Context: an optimization exercise on an open-source flow, tuned for small area, a short achievable clock period and few clock cycles per item. The choices shown serve that exercise and are no tape-out recipe. Only simulation tests tie the RTL to the original design; equivalence was not proved. Power and IR drop assume default switching activity.

==> design/flow/design.v <==
`default_nettype none
package axi_wr_pkg;
    localparam int ADDR_W   = 32;
    localparam int DATA_W   = 32;
    localparam int STRB_W   = DATA_W / 8;
    localparam int ID_W     = 4;
    localparam int LEN_W    = 8;
    localparam int SIZE_W   = 3;
    localparam int MAX_SIZE = 2;
    localparam int PAGE_BIT = 12;
    localparam int AW_DEPTH = 4;
    localparam int W_DEPTH  = 16;
    localparam int B_DEPTH  = 4;
    localparam int AW_W  = ID_W + ADDR_W + LEN_W + SIZE_W + 2;
    localparam int W_W   = DATA_W + STRB_W + 1;
    localparam int B_W   = ID_W + 2;
    localparam int MEM_W = ID_W + ADDR_W + DATA_W + STRB_W + 1;
    typedef enum logic [1:0] {
        FIXED = 2'b00,
        INCR  = 2'b01,
        WRAP  = 2'b10,
        RSVD  = 2'b11
    } burst_e;
    typedef enum logic [1:0] {
        OKAY   = 2'b00,
        SLVERR = 2'b10
    } resp_e;
    typedef struct packed {
        logic [ID_W-1:0]   id;
        logic [ADDR_W-1:0] addr;
        logic [LEN_W-1:0]  len;
        logic [SIZE_W-1:0] size;
        burst_e            burst;
    } aw_cmd_t;
    typedef struct packed {
        logic [DATA_W-1:0] data;
        logic [STRB_W-1:0] strb;
        logic              last;
    } w_beat_t;
    typedef struct packed {
        logic [ID_W-1:0] id;
        resp_e           resp;
    } b_resp_t;
    typedef struct packed {
        logic [ID_W-1:0]   id;
        logic [ADDR_W-1:0] addr;
        logic [DATA_W-1:0] data;
        logic [STRB_W-1:0] strb;
        logic              last;
    } mem_wr_t;
endpackage
`default_nettype wire
`timescale 1ns/1ps
`default_nettype none
module sync_fifo #(
    parameter int WIDTH = 8,
    parameter int DEPTH = 4
) (
    input  wire logic             clk,
    input  wire logic             rst_n,
    input  wire logic             push,
    input  wire logic [WIDTH-1:0] din,
    output logic                  full,
    input  wire logic             pop,
    output logic      [WIDTH-1:0] dout,
    output logic                  empty
);
    logic [WIDTH-1:0]           mem [DEPTH];
    logic [$clog2(DEPTH)-1:0]   wr_ptr;
    logic [$clog2(DEPTH)-1:0]   rd_ptr;
    logic [$clog2(DEPTH+1)-1:0] count;
    logic                       do_push;
    logic                       do_pop;
    assign do_push = push && !full;
    assign do_pop  = pop && !empty;
    assign full  = (count == DEPTH);
    assign empty = (count == '0);
    assign dout  = mem[rd_ptr];
    always_ff @(posedge clk) begin
        if (do_push) begin
            mem[wr_ptr] <= din;
        end
    end
    always_ff @(posedge clk or negedge rst_n) begin
        if (!rst_n) begin
            wr_ptr <= '0;
            rd_ptr <= '0;
            count  <= '0;
        end else begin
            if (do_push) begin
                wr_ptr <= (wr_ptr == DEPTH - 1) ? '0 : wr_ptr + 1'b1;
            end
            if (do_pop) begin
                rd_ptr <= (rd_ptr == DEPTH - 1) ? '0 : rd_ptr + 1'b1;
            end
            case ({do_push, do_pop})
                2'b10:   count <= count + 1'b1;
                2'b01:   count <= count - 1'b1;
                default: count <= count;
            endcase
        end
    end
endmodule
`default_nettype wire
`timescale 1ns/1ps
`default_nettype none
module aw_decode (
    input  wire logic [axi_wr_pkg::SIZE_W-1:0]    size,
    input  wire logic [1:0]                       burst,
    input  wire logic [axi_wr_pkg::PAGE_BIT-1:0]  cur_addr,
    input  wire logic                             advance,
    output logic      [axi_wr_pkg::PAGE_BIT-1:0]  nxt_addr,
    output logic                                  carry
);
    localparam int PB = axi_wr_pkg::PAGE_BIT;
    logic [PB-1:0] low;      
    logic [PB-1:0] ones;     
    logic [PB:0]   run;      
    logic          step;     
    logic          go;       
    always_comb begin
        low     = '0;
        low[0]  = size[2] || size[1] || size[0];
        low[1]  = size[2] || size[1];
        low[2]  = size[2] || (size[1] && size[0]);
        low[3]  = size[2];
        low[4]  = size[2] && (size[1] || size[0]);
        low[5]  = size[2] && size[1];
        low[6]  = size[2] && size[1] && size[0];
        ones = cur_addr | low;
        run[0] = 1'b1;
        for (int i = 0; i < PB; i++) begin
            run[i+1] = run[i] && ones[i];
        end
        step = (burst != axi_wr_pkg::FIXED);
        carry = step && run[PB];
        go    = advance && !carry;
        for (int i = 0; i < PB; i++) begin
            nxt_addr[i] = !low[i] && (cur_addr[i] ^ (step && go && run[i]));
        end
    end
endmodule
`default_nettype wire
`timescale 1ns/1ps
`default_nettype none
module burst_engine (
    input  wire logic                      clk,
    input  wire logic                      rst_n,
    input  wire axi_wr_pkg::aw_cmd_t       cmd,
    input  wire logic                      cmd_valid,
    output logic                           cmd_ready,
    input  wire axi_wr_pkg::w_beat_t       beat,
    input  wire logic                      beat_valid,
    output logic                           beat_ready,
    output axi_wr_pkg::mem_wr_t            mem,
    output logic                           mem_we,
    input  wire logic                      mem_ready,
    output logic                           resp_valid,
    input  wire logic                      resp_ready
);
    localparam int PB = axi_wr_pkg::PAGE_BIT;
    logic                           burst_q;     
    logic                           resp_q;      
    logic                           first;       
    logic                           last;        
    logic [axi_wr_pkg::LEN_W-1:0]   rem_q;
    logic                           use_cmd_q;
    logic [PB-1:0]                  addr_q;
    logic                           burst_d;
    logic                           resp_d;
    logic                           use_cmd_d;
    logic [PB-1:0]                  cur_addr;
    logic [PB-1:0]                  nxt_addr;
    logic                           carry;
    logic                           issue;
    logic                           wr;
    logic [axi_wr_pkg::LEN_W-1:0]   rem_dec;
    logic [axi_wr_pkg::LEN_W:0]     borrow;
    assign first    = !(burst_q || resp_q);
    assign last     = burst_q && (rem_q == 8'd1);
    assign cur_addr = use_cmd_q ? cmd.addr[PB-1:0] : addr_q;
    aw_decode u_aw_decode (
        .size     (cmd.size),
        .burst    (cmd.burst),
        .cur_addr (cur_addr),
        .advance  (wr),
        .nxt_addr (nxt_addr),
        .carry    (carry)
    );
    assign issue      = beat_valid && (burst_q || (cmd_valid && !resp_q));
    assign mem_we     = rst_n && issue;
    assign wr         = issue && mem_ready;
    assign beat_ready = wr;
    assign resp_valid = resp_q || (last && beat_valid && mem_ready);
    assign cmd_ready  = resp_valid && resp_ready;
    always_comb begin
        mem.id   = cmd.id;
        mem.addr = {cmd.addr[axi_wr_pkg::ADDR_W-1:PB], cur_addr};
        mem.data = beat.data;
        mem.strb = beat.strb;
        mem.last = beat.last;
    end
    always_comb begin
        burst_d = burst_q;
        resp_d  = resp_q;
        if (cmd_ready) begin
            burst_d = 1'b0;
            resp_d  = 1'b0;
        end else if (wr && (first || last)) begin
            burst_d = first && (cmd.len != 8'd0);
            resp_d  = !(first && (cmd.len != 8'd0));
        end
        use_cmd_d = !(burst_d || resp_d) || (first ? carry : use_cmd_q);
    end
    always_ff @(posedge clk or negedge rst_n) begin
        if (!rst_n) begin
            burst_q   <= 1'b0;
            resp_q    <= 1'b0;
            use_cmd_q <= 1'b1;
        end else begin
            burst_q   <= burst_d;
            resp_q    <= resp_d;
            use_cmd_q <= use_cmd_d;
        end
    end
    always_comb begin
        borrow[0] = wr;
        for (int i = 0; i < axi_wr_pkg::LEN_W; i++) begin
            rem_dec[i]  = rem_q[i] ^ borrow[i];
            borrow[i+1] = borrow[i] && !rem_q[i];
        end
    end
    always_ff @(posedge clk) begin
        rem_q  <= first ? cmd.len : rem_dec;
        addr_q <= nxt_addr;
    end
endmodule
`default_nettype wire
`timescale 1ns/1ps
`default_nettype none
module wresp_gen (
    input  wire axi_wr_pkg::aw_cmd_t         cmd,
    output axi_wr_pkg::b_resp_t              b
);
    logic size_err;
    assign size_err = cmd.size[2] || (cmd.size[1] && cmd.size[0]);
    assign b.id     = cmd.id;
    assign b.resp   = size_err ? axi_wr_pkg::SLVERR : axi_wr_pkg::OKAY;
endmodule
`default_nettype wire
`timescale 1ns/1ps
`default_nettype none
module axi_wr_slave (
    input  wire logic                  clk,
    input  wire logic                  rst_n,
    input  wire axi_wr_pkg::aw_cmd_t   aw,
    input  wire logic                  aw_valid,
    output logic                       aw_ready,
    input  wire axi_wr_pkg::w_beat_t   w,
    input  wire logic                  w_valid,
    output logic                       w_ready,
    output axi_wr_pkg::b_resp_t        b,
    output logic                       b_valid,
    input  wire logic                  b_ready,
    output axi_wr_pkg::mem_wr_t        mem,
    output logic                       mem_we,
    input  wire logic                  mem_ready
);
    burst_engine u_burst_engine (
        .clk        (clk),
        .rst_n      (rst_n),
        .cmd        (aw),
        .cmd_valid  (aw_valid),
        .cmd_ready  (aw_ready),
        .beat       (w),
        .beat_valid (w_valid),
        .beat_ready (w_ready),
        .mem        (mem),
        .mem_we     (mem_we),
        .mem_ready  (mem_ready),
        .resp_valid (b_valid),
        .resp_ready (b_ready)
    );
    wresp_gen u_wresp_gen (
        .cmd (aw),
        .b   (b)
    );
endmodule
`default_nettype wire
==> design/flow/flow/run.sh <==
#!/bin/bash
# Layout flow: the standard flow, with three changes in how the layout
# is made:
#  - after the standard synthesis, the combinational logic is mapped again
#    by ABC with its area-only mapper (the registers are kept as they are, same cells and
#    names), and the rest of the flow starts from that netlist;
#  - the port buffers are inserted as buf_1 cells instead of the default
#    delay buffers;
#  - timing repair only resizes cells and swaps pins.
# Each tool's output goes to a log file of its own in this folder.
set -euo pipefail

export BUFFER_PORTS_ARGS="-buffer_cell sky130_fd_sc_hd__buf_1"
export SETUP_MOVE_SEQUENCE="sizeup,swap"

RES=orfs/results/${FLOW_PLATFORM}/axi_wr_slave/base
LOGS=orfs/logs/${FLOW_PLATFORM}/axi_wr_slave/base
LIB=${FLOW_HOME}/platforms/${FLOW_PLATFORM}/lib/sky130_fd_sc_hd__tt_025C_1v80.lib
YOSYS=${FLOW_HOME}/../tools/install/yosys/bin/yosys
[[ -x $YOSYS ]] || YOSYS=yosys

# 1. Standard synthesis
bash standard.sh synth > synth.log 2>&1

# 2. Map the combinational logic again, for area
cp $RES/1_2_yosys.v $RES/1_2_yosys_std.v
DONT_USE=$(grep -m1 -o "^abc -script .*" $LOGS/1_2_yosys.log | grep -o -- "-dont_use [^ ]*" | tr '\n' ' ')
cat > reabc.ys <<EOS
read_liberty -ignore_miss_func $LIB
blackbox sky130_fd_sc_hd__*df* sky130_fd_sc_hd__*dl* sky130_fd_sc_hd__conb_1
read_verilog $RES/1_2_yosys_std.v
hierarchy -top ${FLOW_TOP}
flatten
opt -purge
abc -liberty $LIB $DONT_USE -script +strash;ifraig;dc2;rewrite,-z;refactor,-z;dch,-f;amap
read_liberty -lib -overwrite $LIB
opt_clean -purge
setundef -zero
splitnets
opt_clean -purge
hilomap -singleton -hicell sky130_fd_sc_hd__conb_1 HI -locell sky130_fd_sc_hd__conb_1 LO
insbuf -buf sky130_fd_sc_hd__buf_4 A X
check -assert
stat -liberty $LIB
write_verilog -noattr -nohex -nodec $RES/1_2_yosys.v
EOS
$YOSYS -s reabc.ys > reabc.log 2>&1

# 3. Rebuild the synthesis database from the new netlist, then the rest
rm -f $RES/1_synth.odb
bash standard.sh synth > synth_odb.log 2>&1
bash standard.sh > standard.log 2>&1
==> design/flow/standard.sh <==
#!/bin/bash
# synth_recipe.tcl (not shown) runs the flow's synth.tcl, then flattens the netlist and writes it again
# the make line also repeats each setting of config.mk as NAME=value (left out here)
make -C /OpenROAD-flow-scripts/flow DESIGN_CONFIG=/design/flow/config.mk WORK_HOME=/design/flow/orfs CLKGATE_MAP_FILE= SYNTH_SCRIPT=/design/flow/synth_recipe.tcl "${@:-finish}"
==> design/flow/config.mk <==
export PLATFORM = sky130hd
export DESIGN_NAME = axi_wr_slave
export DESIGN_NICKNAME = axi_wr_slave
export VERILOG_FILES = /design/flow/design.v
export SDC_FILE = /design/flow/constraint.sdc
export NUM_CORES = 4
export LEC_CHECK = 0
export ABC_AREA = 1
export CAP_MARGIN = 20
export CORE_MARGIN = 2
export CORE_UTILIZATION = 40
export SETUP_SLACK_MARGIN = 2.6
export SLEW_MARGIN = 20
==> design/flow/constraint.sdc <==
create_clock -name core_clock -period 5.5 [get_ports {clk}]
set_input_delay 1.1000 -clock core_clock [delete_from_list [all_inputs] [get_ports {clk}]]
set_output_delay 1.1000 -clock core_clock [all_outputs]
set_load 0.01 [all_outputs]
==> flow_summary.toml, run 1 <==
[run_status]
status = "timing/DRC/antenna clean"

[worst_setup_path]
cp.required_ps = 4400
start_kind = "primary input"
arrival_ps = 1730
r2r_start = "u_burst_engine.use_cmd_q$_DFF_PN1_"
critPathCaptureType = "output port"
path_class = "primary input to output port"
cp_max_fo = 3
reg2reg_setup_slack_ps = 2880
critPathCapture = "aw_ready"
crit_chain = "buf_1 > nand2_1 > o21ai_2 > and2_4 > clkbuf_2"
reg2reg_depth = 12
crit_slowest_cell = "and2_4"
slowest_delay_ps = 160
worst_r2r_endpoint = "u_burst_engine.addr_q[2]$_DFF_P_"
crit_path_start = "w_valid"

[yosys]
syn_avg_cell_area_um2 = 7.39
syn-cell-area_um2 = 1740
syn_inst = 235
ys_warn_count = 2
synth.net_count = 327

[grt]
grt_pass1_wl_um = 5240
grt_use_total_pct = 13.0
grt_antenna_before_repair = 0
grt_pass1_vias = 1226
overflow = 0
grt_max_degree = 14

[timing]
worst_pin_slew_ps = 844
finalHoldViolations = 0
fmax_mhz = 354
setup_viol = 0
slew_violations = 0
period_needed_ps = 2830
rsz0062_at_grt = "yes"
finalCritPeriodShare_pct = 51.4
slew_headroom_pct = 43.1
setup_tns_ps = 0
skew_ps = 3.91

[clocking]
cts.htree.levels = 1
cts_root_buf = "clkbuf_8"
clk_latency_ps = 270
cts_hold_buf = 0
clockBufferDepth = 2
tritoncts = "done"
cts_buffers = 3
clk_pin_slew_ps = 80
clock_sinks = 23

[floorplan]
rows = 23
initial_core_util_pct = 42.5
die_h_um = 69.9
die_x_um = 69.9
io_pins = 175
die_area_um2 = 4880
coreArea_um2 = 4090

[power_and_ir_drop]
total_power_mw = 0.790
p_leak_nw = 0.566
ir_drop_uv = 168
power_density_nw_per_um2 = 500

[routing]
drtIter0Drc = 26
wire_per_inst_um = 13.1
drtAntennaViolNets = 0
drcViolationCount = 0
via_per_inst = 5.13
vias = 1319
routed_wl_um = 3360
dr.pass1.iters = 4

[placed_design]
port_buffers = 47
place_congestion = 0.867
hpwl_um = 2610

[cells_and_area]
drive_gt1_share_pct = 16.4
diodes = 0
area_growth_pct = -8.93
final_nets = 300

[min_path]
min_from = "u_burst_engine.addr_q[11]$_DFF_P_"
hold_class = "flop to flop"

[job]
drv_cap = 0
[what timing repair did]
item,CTS,global route
endpoints found under the setup margin,24,18
buffers inserted,0,0
hold endpoints to repair,0,0
gates resized for setup,7,30
pin swaps,4,11
[worst min-delay path by stage]
| stage | to | slack [ps] | depth (start not counted) |
|---|---|---|---|
| after floorplan | u_burst_engine.addr_q[11]$_DFF_P_ | 450 | 2 |
| after global placement | u_burst_engine.addr_q[11]$_DFF_P_ | 480 | 2 |
| after detailed placement | u_burst_engine.addr_q[11]$_DFF_P_ | 480 | 2 |
| after CTS | u_burst_engine.addr_q[11]$_DFF_P_ | 500 | 2 |
| after global routing | u_burst_engine.addr_q[11]$_DFF_P_ | 550 | 2 |
| final | u_burst_engine.addr_q[11]$_DFF_P_ | 500 | 2 |
[cell usage in the layout (no fill, tap or decap), types with 2 or more instances in the layout]
| master | instances |
|---|---|
| buf_1 | 43 |
| nor2_1 | 25 |
| dfxtp_1 | 20 |
| clkinv_1 | 16 |
| a21oi_1 | 13 |
| nand2_1 | 9 |
| o22ai_1 | 8 |
| o21ai_0 | 7 |
| o22a_1 | 6 |
| nor3_1 | 5 |
| o21a_1 | 5 |
| nor2_2 | 4 |
| inv_4 | 3 |
| o21ai_2 | 3 |
| nor4_1 | 3 |
| clkbuf_8 | 3 |
| nor2_4 | 2 |
| o21ai_4 | 2 |
| o22ai_2 | 2 |
| nor3_4 | 2 |
| nand4_1 | 2 |
| clkbuf_2 | 2 |
| dfrtp_1 | 2 |
[power breakdown]
group          switching (mW)  internal (mW)  total, mW  leakage [nW]
sequential             0.0512          0.250      0.301         0.205
clock                  0.0552         0.0518      0.107        0.0228
combinational           0.236          0.146      0.382         0.339
[metal layers]
layer | up-vias | global-route usage, % | share of wire, %
li1 | 665 | - | -
met2 | 47 | 20.0 | 44
met3 | 10 | 4.76 | 7.9
met1 | 597 | 16.1 | 46
met4 | 0 | 6.41 | 1.9
met5 | - | 0 | 0
[sequential cells by signal (all words and copies together), names as in the netlist]
| register | count |
|---|---|
| u_burst_engine.addr_q | 12 |
| u_burst_engine.burst_q | 1 |
| u_burst_engine.rem_q | 8 |
| u_burst_engine.resp_q | 1 |
| u_burst_engine.use_cmd_q | 1 |
[stage by stage]
step / hold WS, ps / cells / worst slack [ps] / area [um^2] / util (%)
3_3_place_gp: 484 / 253 / 2230 / 1430 / 35.0
6_report: 502 / 257 / 2670 / 1580 / 38.7
5_1_grt: 547 / 257 / 2550 / 1580 / 38.7
2_1_floorplan: 455 / 235 / 2600 / 1780 / -
3_5_place_dp: 482 / 253 / 2140 / 1430 / 35.0
4_1_cts: 502 / 257 / 2590 / 1490 / 36.3
[area by class of cell]
cell class	count	area, um^2
Fill cell	447	2500
Multi-Input combinational cell	111	701
Sequential cell	23	480
Timing Repair Buffer	47	190
Inverter	22	103
Tap cell	50	62.6
Clock buffer	4	45.0
[critical path: cells and delay by family]
family / cells / cell delay, ps
AOI/OAI and AO/OA: 1 / 150
buffers and inverters: 2 / 210
and+or+nand+nor: 2 / 260
Testbench counts, summed over its fixed seeds: cycles 15,030, beats 13,386.
==> run 2, diff against run 1 <==
--- a/design/flow/config.mk
+++ b/design/flow/config.mk
@@ -10,3 +10,4 @@
 export CORE_MARGIN = 2
-export CORE_UTILIZATION = 40
+export CORE_UTILIZATION = 60
+export CTS_BUF_LIST = sky130_fd_sc_hd__clkbuf_8
 export SETUP_SLACK_MARGIN = 2.6
==> run 2 against run 1 <==
- hold slack better by 11 ps
- area after synthesis unchanged
- combinational power about the same
- critical path depth unchanged
- setup slack worse by 16 ps
- via count up 3.7%
- count of clock-buffer cells in the layout down 1
- synthesized cell count unchanged
- sequential share of layout area up 0.81 points
- maximum frequency down 0.55%
- first-iteration DRC count up 81%
- non-clock buffer count unchanged
- largest cell class unchanged
- highest routed layer unchanged
==> flow_summary.toml, run 2 <==
[clocking]
clk_pin_slew_ps = 80
postCtsSetupRepairBufs = 0
clockBufferDepth = 2
clock_sinks = 23
cts_buffers = 3
clk_latency_ps = 260
cts_hold_buf = 0
cts_root_buf = "clkbuf_8"
cts.htree.levels = 1
tritoncts = "done"

[worst_setup_path]
cp_max_fo = 3
crit_chain = "buf_1 > nand2_2 > o21ai_2 > and2_4 > clkbuf_2"
critPathCaptureType = "output port"
path_class = "primary input to output port"
slowest_delay_ps = 170
arrival_ps = 1740
cp.required_ps = 4400
start_kind = "primary input"
crit_slowest_cell = "and2_4"

[cells_and_area]
layout_common_cells = "buf_1, nor2_1, dfxtp_1"
fillCellCount = 273
regMostFlops = "u_burst_engine.addr_q"
final_common_cell = "buf_1"
diodes = 0
finalInstanceArea_um2 = 1540
largest_reg_flops = 12
reg_top3 = "u_burst_engine.addr_q (12), u_burst_engine.rem_q (8)"
drive_gt1_share_pct = 16.9
area_growth_pct = -11.3
final_nets = 300
utilization_pct = 55.9
stdcell_count = 238

[placed_design]
placedCellCount = 234
port_buffers = 47
place_congestion = 0.866
dpl_cell_area_um2 = 1410
hpwl_um = 3160

[grt]
grt_pass1_vias = 1280
grt_pass1_wl_um = 5870
grt_antenna_before_repair = 0
grt_use_total_pct = 22.7
overflow = 0
grt_max_degree = 14

[floorplan]
die_h_um = 57.8
coreArea_um2 = 2760
die_x_um = 57.8
initial_core_util_pct = 63.0
io_pins = 175
die_area_um2 = 3340
rows = 19

[power_and_ir_drop]
p_leak_nw = 0.565
power_density_nw_per_um2 = 513
ir_drop_uv = 284

[yosys]
syn-cell-area_um2 = 1740
syn_avg_cell_area_um2 = 7.39
syn_inst = 235
ys_warn_count = 2
synth.net_count = 327

[timing]
fmax_mhz = 352
finalHoldViolations = 0
slew_violations = 0
slew_headroom_pct = 56.1
rsz0062_at_grt = "yes"
finalCritPeriodShare_pct = 51.7
skew_ps = 3.62
period_needed_ps = 2840
worst_pin_slew_ps = 652
setup_tns_ps = 0
setup_viol = 0
holdWs_ps = 512

[routing]
vias = 1368
dr.pass1.iters = 4
via_per_inst = 5.75
drtAntennaViolNets = 0
routed_wl_um = 3930
wire_per_inst_um = 16.5
drtIter0Drc = 47
drcViolationCount = 0

[run_status]
status = "timing/DRC/antenna clean"

[min_path]
hold_class = "flop to flop"

[job]
drv_cap = 0
## run 2: per-stage QoR
step | worst slack, ps | total power [mW]
final | 2660 | 0.790
after floorplan | 2600 | 0.658
after CTS | 2590 | 0.769
after global routing | 2560 | 0.861
after global placement | 2240 | 0.656
after detailed placement | 2150 | 0.658
## run 2: layout make-up
| cell class | count | area, um^2 | area share (%) |
|---|---|---|---|
| Clock buffer | 3 | 41.3 | 2.68 |
| Clock inverter | 1 | 3.75 | 0.244 |
| Inverter | 22 | 98.8 | 6.42 |
| Multi-Input combinational cell | 111 | 696 | 45.2 |
| Sequential cell | 23 | 480 | 31.2 |
| Tap cell | 31 | 38.8 | 2.52 |
| Timing Repair Buffer | 47 | 181 | 11.8 |
## run 2: power breakdown
part	switching (mW)	internal, mW
registers	0.0576	0.250
logic	0.231	0.147
clock network	0.0536	0.0499
## run 2: critical path, delay by kind of cell
| kind | cells | cell delay [ps] |
|---|---|---|
| compound gates | 1 | 150 |
| buf+inv | 2 | 240 |
| simple gates | 2 | 260 |
## run 2: what timing repair did
item | CTS | global route
cloned | 0 | 0
endpoints found under the setup margin | 22 | 17
pin swaps | 3 | 3
gates resized for setup | 9 | 19
## run 2: path summary, 6_finish.rpt
check                                                   startpoint                                 end  slack (ps)  cells after the start
worst max-delay path                                       w_valid                            aw_ready        2660                      5
worst max register to register  u_burst_engine.use_cmd_q$_DFF_PN1_    u_burst_engine.addr_q[2]$_DFF_P_        2830                     12
max in group asynchronous                                    rst_n  u_burst_engine.use_cmd_q$_DFF_PN1_        4620                      1
worst min-delay path             u_burst_engine.addr_q[11]$_DFF_P_   u_burst_engine.addr_q[11]$_DFF_P_         510                      2
worst min register to register   u_burst_engine.addr_q[11]$_DFF_P_   u_burst_engine.addr_q[11]$_DFF_P_         510                      2
min in group asynchronous                                    rst_n     u_burst_engine.resp_q$_DFF_PN0_         640                      1
## run 2: metal layers
metal	part of all wire, %	vias to the layer above	track usage (%)
met3	14	22	9.15
met5	0	-	0
met1	36	583	26.3
met2	46	107	35.9
li1	-	656	-
met4	3.6	0	12.0
==> run 3, diff against run 2 <==
--- a/design/flow/config.mk
+++ b/design/flow/config.mk
@@ -10,3 +10,3 @@
 export CORE_MARGIN = 2
-export CORE_UTILIZATION = 60
+export CORE_UTILIZATION = 55
 export CTS_BUF_LIST = sky130_fd_sc_hd__clkbuf_8
==> run 3 against run 2 <==
- flip-flop and latch count did not move
- highest routed layer unchanged
- register-to-register slack improved by 20 ps
- largest power group unchanged
- hold slack got worse by 11 ps
- area after synthesis did not move
- synthesized cell count did not move
- clock power barely moved
- global-route usage fell by 1.4 points
==> flow_summary.toml, run 3 <==
[run_status]
status = "timing/DRC/antenna clean"

[clocking]
clockBufferDepth = 2
cts.htree.levels = 1
cts_root_buf = "clkbuf_8"
tritoncts = "done"
clk_latency_ps = 260
clock_sinks = 23
clk_pin_slew_ps = 80
cts_buffers = 3
postCtsSetupRepairBufs = 0

[timing]
fmax_mhz = 353
setup_viol = 0
rsz0062_at_grt = "no"
finalCritPeriodShare_pct = 51.6
finalHoldViolations = 0
period_needed_ps = 2840
worst_pin_slew_ps = 832
fin_ws_ps = 2660
skew_ps = 1.76
slew_headroom_pct = 43.9
setup_tns_ps = 0
slew_violations = 0
holdWs_ps = 501

[placed_design]
dpl_worst_slack_ps = 2140
port_buffers = 47
hpwl_um = 3130
place_congestion = 0.906

[routing]
drtAntennaViolNets = 0
routed_wl_um = 4120
drtIter0Drc = 39
vias = 1402
dr.pass1.iters = 4
via_per_inst = 5.59
drcViolationCount = 0
wire_per_inst_um = 16.4

[floorplan]
initial_core_util_pct = 57.4
die_h_um = 60.2
die_x_um = 60.2
coreArea_um2 = 3030
rows = 20
die_area_um2 = 3620
io_pins = 175

[grt]
overflow = 0
grt_use_total_pct = 21.3
grt_antenna_before_repair = 0
grt_pass1_wl_um = 5790
grt_pass1_vias = 1266
grt_max_degree = 14

[yosys]
syn_inst = 235
synth.net_count = 327
syn-cell-area_um2 = 1740
ys_warn_count = 2
syn_avg_cell_area_um2 = 7.39

[cells_and_area]
reg_top3 = "u_burst_engine.addr_q (12), u_burst_engine.rem_q (8)"
drive_gt1_share_pct = 18.4
final_nets = 300
utilization_pct = 53.0
regMostFlops = "u_burst_engine.addr_q"
layout_common_cells = "buf_1, nor2_1, dfxtp_1"
final_common_cell = "buf_1"
largest_reg_flops = 12
area_growth_pct = -7.56
diodes = 0

[worst_setup_path]
reg2reg_setup_slack_ps = 2850
start_kind = "primary input"
critPathCaptureType = "output port"
path_class = "primary input to output port"
arrival_ps = 1740
reg2reg_depth = 12
cp.required_ps = 4400
worst_r2r_endpoint = "u_burst_engine.addr_q[2]$_DFF_P_"
r2r_start = "u_burst_engine.use_cmd_q$_DFF_PN1_"
cp_max_fo = 3

[power_and_ir_drop]
power_density_nw_per_um2 = 499
total_power_mw = 0.801
ir_drop_uv = 295
p_leak_nw = 0.580

[min_path]
hold_class = "flop to flop"
hold_end = "u_burst_engine.addr_q[11]$_DFF_P_"
hold_depth = 2
min_from = "u_burst_engine.addr_q[11]$_DFF_P_"

[job]
drv_cap = 0
[run 3: through the flow]
| stage | cell area [um^2] | std cells |
|---|---|---|
| 2_1_floorplan | 1780 | 235 |
| 3_3_place_gp | 1420 | 247 |
| 3_5_place_dp | 1420 | 247 |
| 4_1_cts | 1490 | 251 |
| 5_1_grt | 1610 | 251 |
| 6_report | 1610 | 251 |
[run 3: worst max-delay path by stage]
stage,endpoint,slack (ps),cells after the start,start
4_1_cts,u_burst_engine.addr_q[10]$_DFF_P_,2560,12,aw[2]
3_5_place_dp,u_burst_engine.addr_q[10]$_DFF_P_,2140,12,aw[2]
3_3_place_gp,u_burst_engine.addr_q[6]$_DFF_P_,2260,12,aw[2]
2_1_floorplan,u_burst_engine.addr_q[6]$_DFF_P_,2600,11,aw[4]
5_1_grt,u_burst_engine.addr_q[10]$_DFF_P_,2600,12,aw[4]
6_report,aw_ready,2660,5,w_valid
[run 3: layout make-up]
class,count,area (um^2)
Clock buffer,3,41.3
Clock inverter,1,3.75
Fill cell,304,1420
Inverter,22,103
Multi-Input combinational cell,111,727
Sequential cell,23,480
Tap cell,44,55.1
Timing Repair Buffer,47,195
[run 3: repair_timing]
item,CTS,global route
pin swaps,2,13
resized for setup,9,33
gates cloned,0,0
hold buffers,0,0
setup endpoints to repair,23,18
[run 3: critical path, stage by stage]
cell and delay [ps]:
clkbuf_2 100, nand2_2 80, o21ai_2 150, and2_4 170, clkbuf_2 120
[run 3: report_power, final]
part / switching, mW / internal [mW] / total (mW)
Sequential: 0.0567 / 0.250 / 0.307
Clock: 0.0512 / 0.0497 / 0.101
Combinational: 0.244 / 0.150 / 0.393
Total: 0.352 / 0.450 / 0.801
[run 3: per-layer routing]
metal  vias up  wire [um]  GRT usage, %
li1        650          -             -
met1       627       1480          22.8
met2        98       1940          34.6
met3        27        559          10.4
met4         0        142          10.8
met5         -          0             0
==> run 4, diff against run 3 <==
--- a/design/flow/config.mk
+++ b/design/flow/config.mk
@@ -10,3 +10,3 @@
 export CORE_MARGIN = 2
-export CORE_UTILIZATION = 55
+export CORE_UTILIZATION = 45
 export CTS_BUF_LIST = sky130_fd_sc_hd__clkbuf_8
==> run 4 against run 3 <==
- utilization shrank 8.9 points
- sequential share of layout area decreased by 0.44 points
- die area rose by 21%
- area after synthesis did not move
- flip-flop and latch count is the same
- cell count up 1.6%
- wire length down 10%
- via count down 2.9%
- power is 2.0% higher
- combinational power is 2% higher
- maximum frequency rose by 0.26%
- largest cell class unchanged
==> flow_summary.toml, run 4 <==
[worst_setup_path]
cp_common_cell = "nor2_1"
crit_slowest_cell = "or4_4"
slowest_delay_ps = 560
cp_max_fo = 6
cp.required_ps = 5650
arrival_ps = 2980
crit_chain = "buf_2 > inv_6 > nor2_4 > inv_4 > o21ai_4 > nor2_1 > or4_4 > nor3_4 > or3_4 > nor2_1 > a21oi_1 > nor2_1"
start_kind = "primary input"
path_class = "primary input to flop"
critPathCaptureType = "flop"
reg2reg_depth = 11

[clocking]
cts_root_buf = "clkbuf_8"
cts_buffers = 3
postCtsSetupRepairBufs = 0
clk_pin_slew_ps = 80
cts_hold_buf = 0
clockBufferDepth = 2
cts.htree.levels = 1
tritoncts = "done"
clk_latency_ps = 260
clock_sinks = 23

[placed_design]
dpl_cell_area_um2 = 1430
place_congestion = 0.833
hpwl_um = 2860
dpl_worst_slack_ps = 2160
port_buffers = 47

[timing]
worst_pin_slew_ps = 910
setup_viol = 0
fmax_mhz = 353
period_needed_ps = 2830
rsz0062_at_grt = "yes"
setup_tns_ps = 0
slew_headroom_pct = 38.7
fin_ws_ps = 2670
slew_violations = 0
holdWs_ps = 495
finalCritPeriodShare_pct = 51.4
finalHoldViolations = 0
skew_ps = 3.46

[power_and_ir_drop]
combPwrFrac_pct = 49.2
power_density_nw_per_um2 = 502
seqPwrFrac_pct = 37.8
p_clk_share_pct = 13.0
p_sw_share_pct = 44.2
internal_power_mw = 0.456
p_leak_nw = 0.588
ir_drop_uv = 235
p_switching_mw = 0.361

[cells_and_area]
fillCellCount = 388
final_nets = 300
area_growth_pct = -6.20
regMostFlops = "u_burst_engine.addr_q"
diodes = 0
finalInstanceArea_um2 = 1630
drive_gt1_share_pct = 19.8
reg_top3 = "u_burst_engine.addr_q (12), u_burst_engine.rem_q (8)"
utilization_pct = 44.2
final_common_cell = "buf_1"
largest_reg_flops = 12
layout_common_cells = "buf_1, nor2_1, dfxtp_1"

[routing]
vias = 1361
via_per_inst = 5.34
drcViolationCount = 0
drtIter0Drc = 57
wire_per_inst_um = 14.5
dr.pass1.iters = 4
routed_wl_um = 3710
drtAntennaViolNets = 0

[floorplan]
io_pins = 175
coreArea_um2 = 3690
die_h_um = 66.1
die_area_um2 = 4370
initial_core_util_pct = 47.1
rows = 22
die_x_um = 66.1

[yosys]
syn-cell-area_um2 = 1740
syn_inst = 235
ys_warn_count = 2
synth.net_count = 327
syn_avg_cell_area_um2 = 7.39

[grt]
grt_pass1_wl_um = 5590
grt_antenna_before_repair = 0
grt_use_total_pct = 16.4
grt_pass1_vias = 1174
grt_max_degree = 14
overflow = 0

[job]
drv_cap = 0

[min_path]
hold_class = "flop to flop"
hold_depth = 2

[run_status]
status = "timing/DRC/antenna clean"
-- run 4: path summary, 6_finish.rpt --
check / startpoint / end / slack, ps
max in group asynchronous: rst_n / u_burst_engine.use_cmd_q$_DFF_PN1_ / 4620
min in group asynchronous: rst_n / u_burst_engine.resp_q$_DFF_PN0_ / 640
min reg2reg: u_burst_engine.addr_q[11]$_DFF_P_ / u_burst_engine.addr_q[11]$_DFF_P_ / 490
max reg2reg: u_burst_engine.use_cmd_q$_DFF_PN1_ / u_burst_engine.addr_q[3]$_DFF_P_ / 2850
min: u_burst_engine.addr_q[11]$_DFF_P_ / u_burst_engine.addr_q[11]$_DFF_P_ / 490
max: aw[4] / u_burst_engine.addr_q[3]$_DFF_P_ / 2670
-- run 4: metal layers --
layer  routed length (um)  part of all wire (%)  vias up  GRT usage (%)
met3                  291                   7.8       14           5.45
li1                     -                     -      660              -
met4                   95                   2.6        0           7.65
met2                 1810                    49       80           26.3
met1                 1510                    41      607           19.7
met5                    0                     0        -              0
-- run 4: layout make-up --
type | instances | area (um^2) | area share, %
Sequential cell | 23 | 480 | 29.5
Clock inverter | 1 | 5.00 | 0.307
Inverter | 22 | 108 | 6.61
Timing Repair Buffer | 47 | 195 | 12.0
Clock buffer | 3 | 41.3 | 2.53
Tap cell | 48 | 60.1 | 3.69
Multi-Input combinational cell | 111 | 739 | 45.4
-- run 4: critical path, delay by kind of cell --
family / cells / cell delay (ps)
AOI/OAI and AO/OA: 2 / 200
buffers and inverters: 3 / 270
and+or+nand+nor: 7 / 1400
-- run 4: per-stage QoR --
| step | power, mW | instances |
|---|---|---|
| finish | 0.817 | 255 |
| global route | 0.884 | 255 |
| CTS | 0.777 | 255 |
| detailed placement | 0.664 | 251 |
| global placement | 0.665 | 251 |
| floorplan | 0.658 | 235 |
-- run 4: power groups by stage --
| stage | logic (mW) | clock network, mW | registers [mW] |
|---|---|---|---|
| floorplan | 0.372 | 0 | 0.286 |
| global placement | 0.365 | 0 | 0.299 |
| detailed placement | 0.364 | 0 | 0.300 |
| CTS | 0.369 | 0.109 | 0.298 |
| global route | 0.451 | 0.114 | 0.318 |
| finish | 0.402 | 0.106 | 0.309 |
-- run 4: timing repair --
action | in CTS | in global routing
gates resized for setup | 7 | 39
pin swaps | 2 | 12
endpoints found under the setup margin | 22 | 20
cloned | 0 | 0
==> run 5, diff against run 4 <==
--- a/design/flow/config.mk
+++ b/design/flow/config.mk
@@ -10,5 +10,5 @@
 export CORE_MARGIN = 2
-export CORE_UTILIZATION = 45
+export CORE_UTILIZATION = 50
 export CTS_BUF_LIST = sky130_fd_sc_hd__clkbuf_8
-export SETUP_SLACK_MARGIN = 2.6
+export SETUP_SLACK_MARGIN = 2.7
 export SLEW_MARGIN = 20
==> run 5 against run 4 <==
- largest cell class unchanged
- clock skew is 1.2 ps higher
- via count up 2.1%
- critical endpoint is now u_burst_engine.addr_q[6]$_DFF_P_
- clock power is essentially flat
==> flow_summary.toml, run 5 <==
[run_status]
status = "timing/DRC/antenna clean"

[grt]
overflow = 0
grt_max_degree = 14
grt_antenna_before_repair = 0
grt_pass1_vias = 1271
grt_use_total_pct = 19.1
grt_pass1_wl_um = 6110

[min_path]
hold_depth = 2
hold_class = "flop to flop"

[worst_setup_path]
reg2reg_setup_slack_ps = 2880
worst_r2r_endpoint = "u_burst_engine.addr_q[2]$_DFF_P_"
cp.required_ps = 5670
crit_chain = "buf_8 > inv_8 > o21ai_4 > o22ai_4 > nor2_2 > o21ai_2 > or4_4 > nor3_4 > nor3_4 > o21ai_2 > nor2_2 > o21a_1"
crit_slowest_cell = "or4_4"
r2r_start = "u_burst_engine.use_cmd_q$_DFF_PN1_"
crit_path_start = "aw[3]"
path_class = "primary input to flop"
start_kind = "primary input"
critPathCaptureType = "flop"
reg2reg_depth = 12
critPathCapture = "u_burst_engine.addr_q[6]$_DFF_P_"
cp_max_fo = 4
slowest_delay_ps = 470
arrival_ps = 2930

[placed_design]
hpwl_um = 3180
place_congestion = 0.832
port_buffers = 47

[cells_and_area]
final_nets = 300
area_growth_pct = -3.03
layout_common_cells = "buf_1, nor2_1, dfxtp_1"
largest_reg_flops = 12
utilization_pct = 50.5
final_common_cell = "buf_1"
regMostFlops = "u_burst_engine.addr_q"
diodes = 0
drive_gt1_share_pct = 23.7
reg_top3 = "u_burst_engine.addr_q (12), u_burst_engine.rem_q (8)"

[routing]
drcViolationCount = 0
vias = 1390
wire_per_inst_um = 16.1
via_per_inst = 5.49
dr.pass1.iters = 4
drtIter0Drc = 36
routed_wl_um = 4070
drtAntennaViolNets = 0

[timing]
finalHoldViolations = 0
rsz0062_at_grt = "yes"
setup_tns_ps = 0
setup_viol = 0
finalCritPeriodShare_pct = 50.2
period_needed_ps = 2760
worst_pin_slew_ps = 938
slew_violations = 0
slew_headroom_pct = 36.8
skew_ps = 4.65
fmax_mhz = 362

[clocking]
clk_latency_ps = 270
cts_hold_buf = 0
clk_pin_slew_ps = 80
clock_sinks = 23
tritoncts = "done"
clockBufferDepth = 2
cts.htree.levels = 1
postCtsSetupRepairBufs = 0
cts_root_buf = "clkbuf_8"
cts_buffers = 3

[floorplan]
die_x_um = 62.9
die_area_um2 = 3960
initial_core_util_pct = 52.0
coreArea_um2 = 3340
rows = 21
io_pins = 175
die_h_um = 62.9

[power_and_ir_drop]
ir_drop_uv = 193
power_density_nw_per_um2 = 493
p_leak_nw = 0.612
total_power_mw = 0.831

[yosys]
syn_avg_cell_area_um2 = 7.39
syn_inst = 235
ys_warn_count = 2
synth.net_count = 327
syn-cell-area_um2 = 1740

[job]
drv_cap = 0
-- run 5: final cells by class --
class / count / area, um^2
tap: 46 / 57.6
fill: 346 / 1650
clock buffer: 3 / 41.3
timing repair buffer: 47 / 224
clock inverter: 1 / 3.75
sequential: 23 / 480
inverter: 22 / 116
multi-input combinational: 111 / 761
-- run 5: worst min-delay path by stage --
stage	start	to	slack [ps]
floorplan	u_burst_engine.addr_q[11]$_DFF_P_	u_burst_engine.addr_q[11]$_DFF_P_	450
global placement	u_burst_engine.addr_q[11]$_DFF_P_	u_burst_engine.addr_q[11]$_DFF_P_	480
detailed placement	u_burst_engine.addr_q[11]$_DFF_P_	u_burst_engine.addr_q[11]$_DFF_P_	480
CTS	u_burst_engine.addr_q[11]$_DFF_P_	u_burst_engine.addr_q[11]$_DFF_P_	500
global route	u_burst_engine.addr_q[11]$_DFF_P_	u_burst_engine.addr_q[11]$_DFF_P_	580
finish	u_burst_engine.addr_q[11]$_DFF_P_	u_burst_engine.addr_q[11]$_DFF_P_	500
-- run 5: metrics by stage --
step	hold slack, ps	instance area, um^2	setup slack, ps	instances
floorplan	455	1800	2630	235
global placement	476	1440	2210	249
detailed placement	483	1440	2160	249
CTS	502	1530	2650	253
global route	581	1680	2640	253
finish	500	1680	2740	253
-- run 5: where the power goes --
part / internal [mW] / switching (mW)
Combinational: 0.163 / 0.253
Sequential: 0.250 / 0.0606
Clock: 0.0499 / 0.0544
Total: 0.464 / 0.367
-- run 5: timing repair --
item	4_1_cts	5_1_grt
setup endpoints to repair	27	22
pin swaps	5	17
resized for setup	15	43
cloned	0	0
-- run 5: critical path: cells and delay by family --
family | cells | cell delay, ps
simple gates | 5 | 1030
compound gates | 5 | 670
buf+inv | 2 | 120
-- run 5: routing by layer --
metal	part of all wire, %	vias to the layer above	global-route usage [%]	routed length, um
met5	0	-	0	0
met4	4.2	0	10.8	171
met3	13	26	10.1	511
met2	48	101	29.5	1950
met1	35	607	20.8	1430
li1	-	656	-	-
==> run 6, diff against run 5 <==
--- a/design/flow/config.mk
+++ b/design/flow/config.mk
@@ -12,3 +12,3 @@
 export CTS_BUF_LIST = sky130_fd_sc_hd__clkbuf_8
-export SETUP_SLACK_MARGIN = 2.7
+export SETUP_SLACK_MARGIN = 2.5
 export SLEW_MARGIN = 20
==> run 6 against run 5 <==
- still clean on timing, DRC and antenna
- area after synthesis stayed put
- sequential power down 4%
- clock skew hardly changed
- sequential share of layout area increased by 3.3 points
- global-route usage shrank 1.4 points
- die area unchanged
- setup slack lost 180 ps
- via count is 3.5% lower
- utilization fell by 5.6 points
- maximum frequency down 6.0%
- largest cell class unchanged
- largest power group unchanged
==> flow_summary.toml, run 6 <==
[run_status]
status = "timing/DRC/antenna clean"

[floorplan]
initial_core_util_pct = 52.0
die_x_um = 62.9
io_pins = 175
die_area_um2 = 3960
rows = 21
coreArea_um2 = 3340
die_h_um = 62.9

[cells_and_area]
diodes = 0
layout_common_cells = "buf_1, nor2_1, dfxtp_1"
area_growth_pct = -13.8
reg_top3 = "u_burst_engine.addr_q (12), u_burst_engine.rem_q (8)"
final_common_cell = "buf_1"
stdcell_count = 253
final_nets = 300
drive_gt1_share_pct = 11.6
fillCellCount = 359
largest_reg_flops = 12
regMostFlops = "u_burst_engine.addr_q"

[yosys]
syn_avg_cell_area_um2 = 7.39
syn-cell-area_um2 = 1740
ys_warn_count = 2
synth.net_count = 327
syn_inst = 235

[clocking]
tritoncts = "done"
cts_buffers = 3
clockBufferDepth = 2
cts.htree.levels = 1
cts_root_buf = "clkbuf_8"
clk_latency_ps = 260
clock_sinks = 23
clk_pin_slew_ps = 80

[routing]
drcViolationCount = 0
wl_met2_um = 1430
via_per_inst = 5.30
drtIter0Drc = 54
wire_per_inst_um = 14.2
met3_length_um = 465
m1WireLength_um = 1510
routed_wl_um = 3600
vias = 1341
top_layer_used = "met4"
drtAntennaViolNets = 0
dr.pass1.iters = 4

[timing]
worst_pin_slew_ps = 663
slew_headroom_pct = 55.3
fmax_mhz = 340
setup_tns_ps = 0
setup_viol = 0
skew_ps = 4.84
slew_violations = 0
holdWs_ps = 496
fin_ws_ps = 2560
finalCritPeriodShare_pct = 53.4
rsz0062_at_grt = "yes"
period_needed_ps = 2940
finalHoldViolations = 0

[grt]
overflow = 0
grt_pass1_wl_um = 5660
grt_max_degree = 14
grt_pass1_vias = 1245
grt_use_total_pct = 17.7
grt_antenna_before_repair = 0

[worst_setup_path]
cp.required_ps = 4400
reg2reg_setup_slack_ps = 2800
crit_path_start = "w_valid"
r2r_start = "u_burst_engine.use_cmd_q$_DFF_PN1_"
start_kind = "primary input"
arrival_ps = 1840
path_class = "primary input to output port"
cp_max_fo = 3
critPathCaptureType = "output port"

[power_and_ir_drop]
total_power_mw = 0.769
ir_drop_uv = 216
p_leak_nw = 0.540
power_density_nw_per_um2 = 514

[placed_design]
dpl_worst_slack_ps = 2030
hpwl_um = 2830
port_buffers = 47
place_congestion = 0.804
placedCellCount = 249

[job]
drv_cap = 0

[min_path]
hold_class = "flop to flop"
min_from = "u_burst_engine.addr_q[11]$_DFF_P_"
run 6: what timing repair did:
item | in CTS | in global routing
resized for setup | 4 | 22
buffers inserted | 0 | 0
cloned | 0 | 0
endpoints found under the setup margin | 17 | 20
hold endpoints to repair | 0 | 0
hold buffers | 0 | 0
pin swaps | 0 | 3
run 6: path summary, 6_finish.rpt:
kind,to,cells past startpoint
min in group asynchronous,u_burst_engine.resp_q$_DFF_PN0_,1
max in group asynchronous,u_burst_engine.use_cmd_q$_DFF_PN1_,1
setup reg to reg,u_burst_engine.addr_q[2]$_DFF_P_,12
hold reg to reg,u_burst_engine.addr_q[11]$_DFF_P_,2
hold / removal,u_burst_engine.addr_q[11]$_DFF_P_,2
setup / recovery,aw_ready,5
run 6: worst max-delay path, stage by stage:
cell and delay (ps):
buf_1 90, nand2_1 70, o21ai_0 200, and2_1 210, buf_1 160
run 6: per-layer routing:
metal	vias up	track usage, %
met3	34	9.19
met1	560	20.6
met4	0	12.8
met2	89	24.5
met5	-	0
li1	658	-
run 6: layout make-up:
type                       count  area [um^2]  area share, %
inverter                      22         85.1           5.68
clock inverter                 1         5.00          0.334
timing repair buffer          47          178           11.9
tap                           46         57.6           3.84
clock buffer                   3         41.3           2.76
sequential                    23          477           31.8
multi-input combinational    111          654           43.7
run 6: power breakdown:
part           switching, mW  total [mW]  internal (mW)  leakage [nW]
logic                  0.229       0.367          0.139         0.310
registers             0.0501       0.298          0.248         0.204
clock network         0.0538       0.104         0.0506        0.0255
total                  0.333       0.769          0.437         0.540
run 6: per-stage QoR:
stage,area [um^2],utilization [%]
2_1_floorplan,1740,-
3_3_place_gp,1390,41.5
3_5_place_dp,1390,41.5
4_1_cts,1440,43.0
5_1_grt,1500,44.9
6_report,1500,44.9
==> run 7, diff against run 6 <==
--- a/design/flow/config.mk
+++ b/design/flow/config.mk
@@ -12,3 +12,4 @@
 export CTS_BUF_LIST = sky130_fd_sc_hd__clkbuf_8
-export SETUP_SLACK_MARGIN = 2.5
+export SETUP_SLACK_MARGIN = 2.6
 export SLEW_MARGIN = 20
+export TNS_END_PERCENT = 10
==> run 7 against run 6 <==
- power grew 0.24%
- cell area up 1.5%
- maximum frequency is 2.8% higher
- critical path depth is the same
- synthesized cell count unchanged
- area after synthesis unchanged
- cell count stayed put
- non-clock buffer count stayed put
- register-to-register slack improved by 30 ps
- die area is the same
- combinational power hardly changed
- largest cell class unchanged
==> flow_summary.toml, run 7 <==
[placed_design]
place_congestion = 0.817
placedCellCount = 249
port_buffers = 47
hpwl_um = 3260
dpl_worst_slack_ps = 2180
dpl_cell_area_um2 = 1420

[clocking]
clock_sinks = 23
clk_pin_slew_ps = 80
cts_buffers = 3
postCtsSetupRepairBufs = 0
clockBufferDepth = 2
clk_latency_ps = 260
cts_hold_buf = 0
cts.htree.levels = 1
cts_root_buf = "clkbuf_8"
tritoncts = "done"

[min_path]
hold_depth = 2
hold_class = "flop to flop"
min_from = "u_burst_engine.addr_q[11]$_DFF_P_"
hold_end = "u_burst_engine.addr_q[11]$_DFF_P_"

[timing]
holdWs_ps = 496
setup_viol = 0
fmax_mhz = 350
worst_pin_slew_ps = 751
finalHoldViolations = 0
slew_headroom_pct = 49.4
slew_violations = 0
finalCritPeriodShare_pct = 51.9
skew_ps = 3.45
rsz0062_at_grt = "yes"
fin_ws_ps = 2640
period_needed_ps = 2860
setup_tns_ps = 0

[cells_and_area]
diodes = 0
largest_reg_flops = 12
finalInstanceArea_um2 = 1520
final_nets = 300
reg_top3 = "u_burst_engine.addr_q (12), u_burst_engine.rem_q (8)"
regMostFlops = "u_burst_engine.addr_q"
area_growth_pct = -12.5
layout_common_cells = "buf_1, nor2_1, dfxtp_1"
stdcell_count = 253
drive_gt1_share_pct = 14.5
final_common_cell = "buf_1"

[routing]
drtIter0Drc = 32
routed_wl_um = 3890
via_per_inst = 5.28
dr.pass1.iters = 4
drcViolationCount = 0
wire_per_inst_um = 15.4
drtAntennaViolNets = 0
vias = 1335

[worst_setup_path]
arrival_ps = 1760
reg2reg_depth = 12
path_class = "primary input to output port"
cp_max_fo = 3
cp.required_ps = 4400
start_kind = "primary input"
r2r_start = "u_burst_engine.use_cmd_q$_DFF_PN1_"
critPathCaptureType = "output port"
worst_r2r_endpoint = "u_burst_engine.addr_q[2]$_DFF_P_"
reg2reg_setup_slack_ps = 2830
crit_path_start = "w_valid"

[power_and_ir_drop]
p_leak_nw = 0.550
power_density_nw_per_um2 = 507
ir_drop_uv = 236

[grt]
grt_max_degree = 14
grt_pass1_vias = 1208
grt_antenna_before_repair = 0
overflow = 0
grt_pass1_wl_um = 6110
grt_use_total_pct = 19.2

[yosys]
syn_inst = 235
syn-cell-area_um2 = 1740
syn_avg_cell_area_um2 = 7.39
synth.net_count = 327
ys_warn_count = 2

[floorplan]
initial_core_util_pct = 52.0
coreArea_um2 = 3340
die_area_um2 = 3960
rows = 21
die_h_um = 62.9
io_pins = 175
die_x_um = 62.9

[job]
drv_cap = 0

[run_status]
status = "timing/DRC/antenna clean"
==> run 7: cell count changes in the layout (fill, tap and decap cells not counted), moves of 2 or more <==
| cell | delta |
|---|---|
| clkbuf_2 | +2 |
| clkinv_2 | +2 |
| clkinv_4 | +2 |
| nor3_2 | +2 |
| inv_2 | -3 |
| buf_1 | -3 |
==> run 7: through the flow <==
step,power [mW],utilization (%)
detailed placement,0.659,42.7
global route,0.838,45.6
finish,0.771,45.6
CTS,0.768,44.3
global placement,0.660,42.7
floorplan,0.658,-
==> run 7: repair_timing <==
action,4_1_cts,5_1_grt
resized for setup,5,15
gates cloned,0,0
pin swaps,2,4
endpoints found under the setup margin,21,18
==> run 7: how the worst max path moves through the flow <==
stage,slack [ps],to
global route,2570,mem[47]
finish,2640,aw_ready
global placement,2260,u_burst_engine.addr_q[10]$_DFF_P_
CTS,2550,aw_ready
detailed placement,2180,u_burst_engine.addr_q[6]$_DFF_P_
floorplan,2600,u_burst_engine.addr_q[6]$_DFF_P_
==> run 7: routing by layer <==
layer	routed length, um	track usage [%]	vias to the layer above
li1	-	-	661
met1	1490	20.8	556
met2	1720	30.5	94
met3	552	10.5	24
met4	122	8.61	0
met5	0	0	-
==> run 7: report_power, final <==
group	internal (mW)	switching, mW
logic	0.139	0.230
clock network	0.0504	0.0528
registers	0.250	0.0489
==> run 7: worst max-delay path, stage by stage <==
cell	delay (ps)
buf_1	120
nand2_2	90
o21ai_2	150
and2_4	170
buf_2	120
==> run 7: final cells by class <==
class                           count  area, um^2
Fill cell                         363        1820
Multi-Input combinational cell    111         657
Sequential cell                    23         480
Timing Repair Buffer               47         181
Inverter                           22        97.6
Tap cell                           46        57.6
Clock buffer                        3        41.3
Clock inverter                      1        5.00
==> run 8, diff against run 7 <==
--- a/design/flow/config.mk
+++ b/design/flow/config.mk
@@ -12,3 +12,3 @@
 export CTS_BUF_LIST = sky130_fd_sc_hd__clkbuf_8
-export SETUP_SLACK_MARGIN = 2.6
+export SETUP_SLACK_MARGIN = 2.7
 export SLEW_MARGIN = 20
==> run 8 against run 7 <==
- cell area increased by 3.0%
- combinational power grew 2%
- sequential share of layout area shrank 0.93 points
- cell count unchanged
- first-iteration DRC count increased by 34%
- flip-flop and latch count stayed put
- die area stayed put
- utilization increased by 1.4 points
- count of clock-buffer cells in the layout stayed put
- hold slack improved by 9.5 ps
- area after synthesis did not move
- critical endpoint unchanged
- largest power group unchanged
- highest routed layer unchanged
==> flow_summary.toml, run 8 <==
[run_status]
status = "timing/DRC/antenna clean"

[job]
drv_cap = 0

[timing]
finalHoldViolations = 0
setup_tns_ps = 0
fin_ws_ps = 2680
setup_viol = 0
finalCritPeriodShare_pct = 51.3
slew_headroom_pct = 55.6
period_needed_ps = 2820
slew_violations = 0
worst_pin_slew_ps = 664
rsz0062_at_grt = "yes"
skew_ps = 2.07
fmax_mhz = 355

[power_and_ir_drop]
p_sw_share_pct = 43.0
seqPwrFrac_pct = 38.9
combPwrFrac_pct = 48.3
ir_drop_uv = 214
power_density_nw_per_um2 = 500
p_switching_mw = 0.337
internal_power_mw = 0.446
p_clk_share_pct = 12.8
p_leak_nw = 0.565

[cells_and_area]
largest_reg_flops = 12
final_nets = 300
reg_top3 = "u_burst_engine.addr_q (12), u_burst_engine.rem_q (8)"
regMostFlops = "u_burst_engine.addr_q"
diodes = 0
area_growth_pct = -9.80
drive_gt1_share_pct = 15.9
utilization_pct = 46.9
final_common_cell = "buf_1"
layout_common_cells = "buf_1, nor2_1, dfxtp_1"

[clocking]
cts_hold_buf = 0
clk_latency_ps = 260
cts_buffers = 3
postCtsSetupRepairBufs = 0
cts_root_buf = "clkbuf_8"
clock_sinks = 23
clockBufferDepth = 2
tritoncts = "done"
cts.htree.levels = 1
clk_pin_slew_ps = 80

[floorplan]
die_h_um = 62.9
coreArea_um2 = 3340
die_area_um2 = 3960
initial_core_util_pct = 52.0
rows = 21
io_pins = 175
die_x_um = 62.9

[routing]
routed_wl_um = 4010
drtIter0Drc = 43
drtAntennaViolNets = 0
vias = 1350
dr.pass1.iters = 4
drcViolationCount = 0
wire_per_inst_um = 15.8
via_per_inst = 5.34

[placed_design]
hpwl_um = 3320
place_congestion = 0.789
port_buffers = 47
dpl_worst_slack_ps = 2160

[worst_setup_path]
slowest_delay_ps = 160
cp.required_ps = 4400
crit_slowest_cell = "and2_4"
critPathCaptureType = "output port"
path_class = "primary input to output port"
arrival_ps = 1720
crit_chain = "buf_1 > nand2_2 > o21ai_2 > and2_4 > buf_2"
cp_max_fo = 3
start_kind = "primary input"

[min_path]
hold_class = "flop to flop"

[grt]
grt_max_degree = 14
grt_pass1_vias = 1252
grt_antenna_before_repair = 0
overflow = 0
grt_use_total_pct = 19.5
grt_pass1_wl_um = 6210

[yosys]
syn-cell-area_um2 = 1740
synth.net_count = 327
syn_inst = 235
syn_avg_cell_area_um2 = 7.39
ys_warn_count = 2
[run 8: per-layer routing]
layer / track usage (%) / up-vias / wire length, um
li1: - / 653 / -
met1: 20.9 / 575 / 1440
met2: 32.2 / 97 / 1920
met3: 10.5 / 25 / 553
met4: 6.94 / 0 / 93
met5: 2.78 / - / 0
[run 8: power groups by stage]
stage / Sequential, mW / Combinational, mW / Clock (mW)
floorplan: 0.286 / 0.374 / 0
detailed placement: 0.301 / 0.360 / 0
finish: 0.305 / 0.378 / 0.101
global route: 0.317 / 0.427 / 0.109
global placement: 0.300 / 0.362 / 0
CTS: 0.303 / 0.371 / 0.103
[run 8: metrics by stage]
stage,hold slack (ps),cells,instance area (um^2),power [mW]
5_1_grt,539,253,1570,0.853
3_5_place_dp,481,249,1440,0.660
2_1_floorplan,455,235,1800,0.660
6_report,505,253,1570,0.783
4_1_cts,502,253,1520,0.776
3_3_place_gp,483,249,1440,0.662
[run 8: repair_timing]
item	CTS	global route
resized for setup	15	10
endpoints found under the setup margin	28	18
pin swaps	4	6
[run 8: worst max-delay path: cells and delay by family]
| family | cells | cell delay (ps) |
|---|---|---|
| AO/OA/AOI/OAI | 1 | 130 |
| AND/OR/NAND/NOR | 2 | 250 |
| buffers and inverters | 2 | 230 |
[run 8: cell type report]
type	count	area [um^2]
multi-input cells	111	694
repair buffers	47	184
clock inverters	1	3.75
fillers	367	1770
flip-flops and latches	23	480
inverters	22	105
clock buffers	3	41.3
well taps	46	57.6
[run 8: path summary, 6_finish.rpt]
kind | cells past startpoint | startpoint | to | slack, ps
setup / recovery | 5 | w_valid | aw_ready | 2680
hold / removal | 2 | u_burst_engine.addr_q[11]$_DFF_P_ | u_burst_engine.addr_q[11]$_DFF_P_ | 510
setup reg to reg | 12 | u_burst_engine.use_cmd_q$_DFF_PN1_ | u_burst_engine.addr_q[2]$_DFF_P_ | 2920
hold reg to reg | 2 | u_burst_engine.addr_q[11]$_DFF_P_ | u_burst_engine.addr_q[11]$_DFF_P_ | 510
max in group asynchronous | 1 | rst_n | u_burst_engine.use_cmd_q$_DFF_PN1_ | 4610
min in group asynchronous | 1 | rst_n | u_burst_engine.resp_q$_DFF_PN0_ | 650
==> run 9, diff against run 8 <==
--- a/design/flow/flow/run.sh
+++ b/design/flow/flow/run.sh
@@ -13,3 +13,3 @@
 export BUFFER_PORTS_ARGS="-buffer_cell sky130_fd_sc_hd__buf_1"
-export SETUP_MOVE_SEQUENCE="sizeup,swap"
+export SETUP_MOVE_SEQUENCE="unbuffer,sizeup,swap,buffer,clone"
 
--- a/design/flow/config.mk
+++ b/design/flow/config.mk
@@ -12,4 +12,3 @@
 export CTS_BUF_LIST = sky130_fd_sc_hd__clkbuf_8
-export SETUP_SLACK_MARGIN = 2.7
+export SETUP_SLACK_MARGIN = 2.6
 export SLEW_MARGIN = 20
-export TNS_END_PERCENT = 10
==> run 9 against run 8 <==
- cell area is 0.80% higher
- clock power hardly changed
- register-to-register slack worse by 120 ps
- non-clock buffer count is 5 higher
- via count is 0.37% higher
- count of clock-buffer cells in the layout stayed put
- flip-flop and latch count stayed put
- critical endpoint is now mem[46]
- largest cell class unchanged
==> flow_summary.toml, run 9 <==
[cells_and_area]
utilization_pct = 47.3
largest_reg_flops = 12
reg_top3 = "u_burst_engine.addr_q (12), u_burst_engine.rem_q (8)"
layout_common_cells = "buf_1, nor2_1, dfxtp_1"
area_growth_pct = -9.08
fillCellCount = 352
regMostFlops = "u_burst_engine.addr_q"
regArea_um2 = 480
final_nets = 305
drive_gt1_share_pct = 17.9
diodes = 0
final_common_cell = "buf_1"
multiInputGateArea_um2 = 677

[routing]
drtIter0Drc = 47
dr.pass1.iters = 4
routed_wl_um = 4010
wire_per_inst_um = 15.5
drtAntennaViolNets = 0
drcViolationCount = 0
via_per_inst = 5.25
vias = 1355

[worst_setup_path]
crit_buf_inv = 3
critPathCaptureType = "output port"
critPathTopFamily = "flip-flops"
crit_slowest_cell = "dfstp_4"
path_class = "flop to output port"
crit_path_start = "u_burst_engine.use_cmd_q$_DFF_PN1_"
arrival_ps = 1710
crit_chain = "clkinv_4 > o22ai_1 > clkinv_1 > buf_1"
cp.required_ps = 4400
cp_max_fo = 13
r2r_start = "u_burst_engine.use_cmd_q$_DFF_PN1_"
reg2reg_setup_slack_ps = 2800
start_kind = "flop"
slowest_delay_ps = 730

[clocking]
clockBufferDepth = 2
cts_buffers = 3
cts_root_buf = "clkbuf_8"
clock_sinks = 23
clk_pin_slew_ps = 80
clk_latency_ps = 260
cts_hold_buf = 0
tritoncts = "done"
cts.htree.levels = 1

[power_and_ir_drop]
seqPwrFrac_pct = 38.6
internal_power_mw = 0.445
p_switching_mw = 0.340
power_density_nw_per_um2 = 497
combPwrFrac_pct = 48.2
p_leak_nw = 0.586
p_clk_share_pct = 13.2
ir_drop_uv = 241
p_sw_share_pct = 43.3

[timing]
worst_pin_slew_ps = 760
finalHoldViolations = 0
finalCritPeriodShare_pct = 51.1
slew_headroom_pct = 48.8
period_needed_ps = 2810
fin_ws_ps = 2690
rsz0062_at_grt = "yes"
fmax_mhz = 356
slew_violations = 0
setup_viol = 0
skew_ps = 2.82
setup_tns_ps = 0

[floorplan]
initial_core_util_pct = 52.0
die_x_um = 62.9
rows = 21
coreArea_um2 = 3340
die_area_um2 = 3960
die_h_um = 62.9
io_pins = 175

[yosys]
ys_warn_count = 2
syn_avg_cell_area_um2 = 7.39
syn-cell-area_um2 = 1740
syn_inst = 235
synth.net_count = 327

[grt]
grt_antenna_before_repair = 0
grt_pass1_vias = 1219
grt_use_total_pct = 19.3
grt_max_degree = 14
overflow = 0
grt_pass1_wl_um = 6160

[min_path]
min_from = "u_burst_engine.addr_q[11]$_DFF_P_"
hold_class = "flop to flop"

[job]
drv_cap = 0

[placed_design]
place_congestion = 0.817
port_buffers = 47
dpl_worst_slack_ps = 2180
hpwl_um = 3260

[run_status]
status = "timing/DRC/antenna clean"
==> run 9: final timing paths <==
| kind | end | depth (start not counted) |
|---|---|---|
| worst min-delay path | u_burst_engine.addr_q[11]$_DFF_P_ | 2 |
| worst max-delay path | mem[46] | 4 |
| worst max register to register | u_burst_engine.addr_q[2]$_DFF_P_ | 12 |
| worst min register to register | u_burst_engine.addr_q[11]$_DFF_P_ | 2 |
| min in group asynchronous | u_burst_engine.burst_q$_DFF_PN0_ | 1 |
| max in group asynchronous | u_burst_engine.use_cmd_q$_DFF_PN1_ | 1 |
==> run 9: final cells by class <==
| type | instances | area share [%] |
|---|---|---|
| sequential | 23 | 30.4 |
| inverter | 22 | 6.18 |
| clock inverter | 1 | 0.317 |
| multi-input combinational | 111 | 42.9 |
| tap | 46 | 3.65 |
| clock buffer | 3 | 2.61 |
| timing repair buffer | 52 | 13.9 |
==> run 9: timing repair <==
item | 4_1_cts | 5_1_grt
buffers inserted | 3 | 2
pin swaps | 2 | 4
gates resized for setup | 5 | 19
endpoints found under the setup margin | 21 | 18
hold endpoints to repair | 0 | 0
==> run 9: worst min-delay path, stage by stage, from the launching register on <==
cell	delay (ps)
dfxtp_1	310
o22ai_1	90
o21ai_0	70
==> run 9: power groups by stage <==
stage | Combinational [mW] | Sequential, mW | Clock, mW
final | 0.378 | 0.303 | 0.104
after global routing | 0.424 | 0.313 | 0.114
after CTS | 0.365 | 0.298 | 0.108
after detailed placement | 0.359 | 0.300 | 0
after global placement | 0.360 | 0.299 | 0
after floorplan | 0.372 | 0.286 | 0
==> run 9: stage by stage <==
step	hold WS [ps]	total power [mW]	cell area (um^2)	cells
floorplan	455	0.658	1780	235
global placement	482	0.660	1420	249
detailed placement	482	0.659	1420	249
CTS	502	0.772	1500	256
global route	546	0.851	1580	258
finish	498	0.785	1580	258
==> run 9: routing by layer <==
metal	GRT usage, %	routed length (um)	vias to the layer above
li1	-	-	672
met4	8.61	124	0
met3	10.5	562	24
met1	20.9	1520	567
met5	0	0	-
met2	30.9	1800	92

port drivers added, routing unchanged:
The flow's constraints put no driver on any port. The routed layouts listed below were extracted and timed again, unchanged, in two steps.
Step 1 assumes that a clkbuf_16 drives the clock port and a buf_2 every other input.
Step 2 also shifts input and output timing later by t, the mid clock arrival at the registers, as if the neighbouring blocks saw the same clock.
a / b / c = ideal ports / drivers / drivers and shift; a / b = the first two.
run	t (ns)	setup WS [ns]	worst setup path at the end	latest minus earliest clock arrival (ns)
run 1	0.287	2.673 / 2.648 / 2.385	input to register	0.005 / 0.004
run 2	0.288	2.658 / 2.624 / 2.459	input to register	0.003 / 0.004
run 3	0.282	2.663 / 2.637 / 2.416	input to register	0.001 / 0.002
run 4	0.285	2.671 / 2.672 / 2.388	input to register	0.003 / 0.003
run 5	0.287	2.739 / 2.711 / 2.424	input to register	0.005 / 0.004
run 6	0.287	2.563 / 2.540 / 2.349	input to register	0.005 / 0.005
run 7	0.280	2.643 / 2.617 / 2.452	input to register	0.003 / 0.004
run 8	0.280	2.679 / 2.657 / 2.446	input to register	0.002 / 0.002
run 9	0.280	2.687 / 2.664 / 2.411	input to register	0.003 / 0.003
After both steps every run listed still meets setup and hold. The setup slack of run 5, which loses most, moves by -0.028 ns with the drivers and by -0.315 ns with both steps.
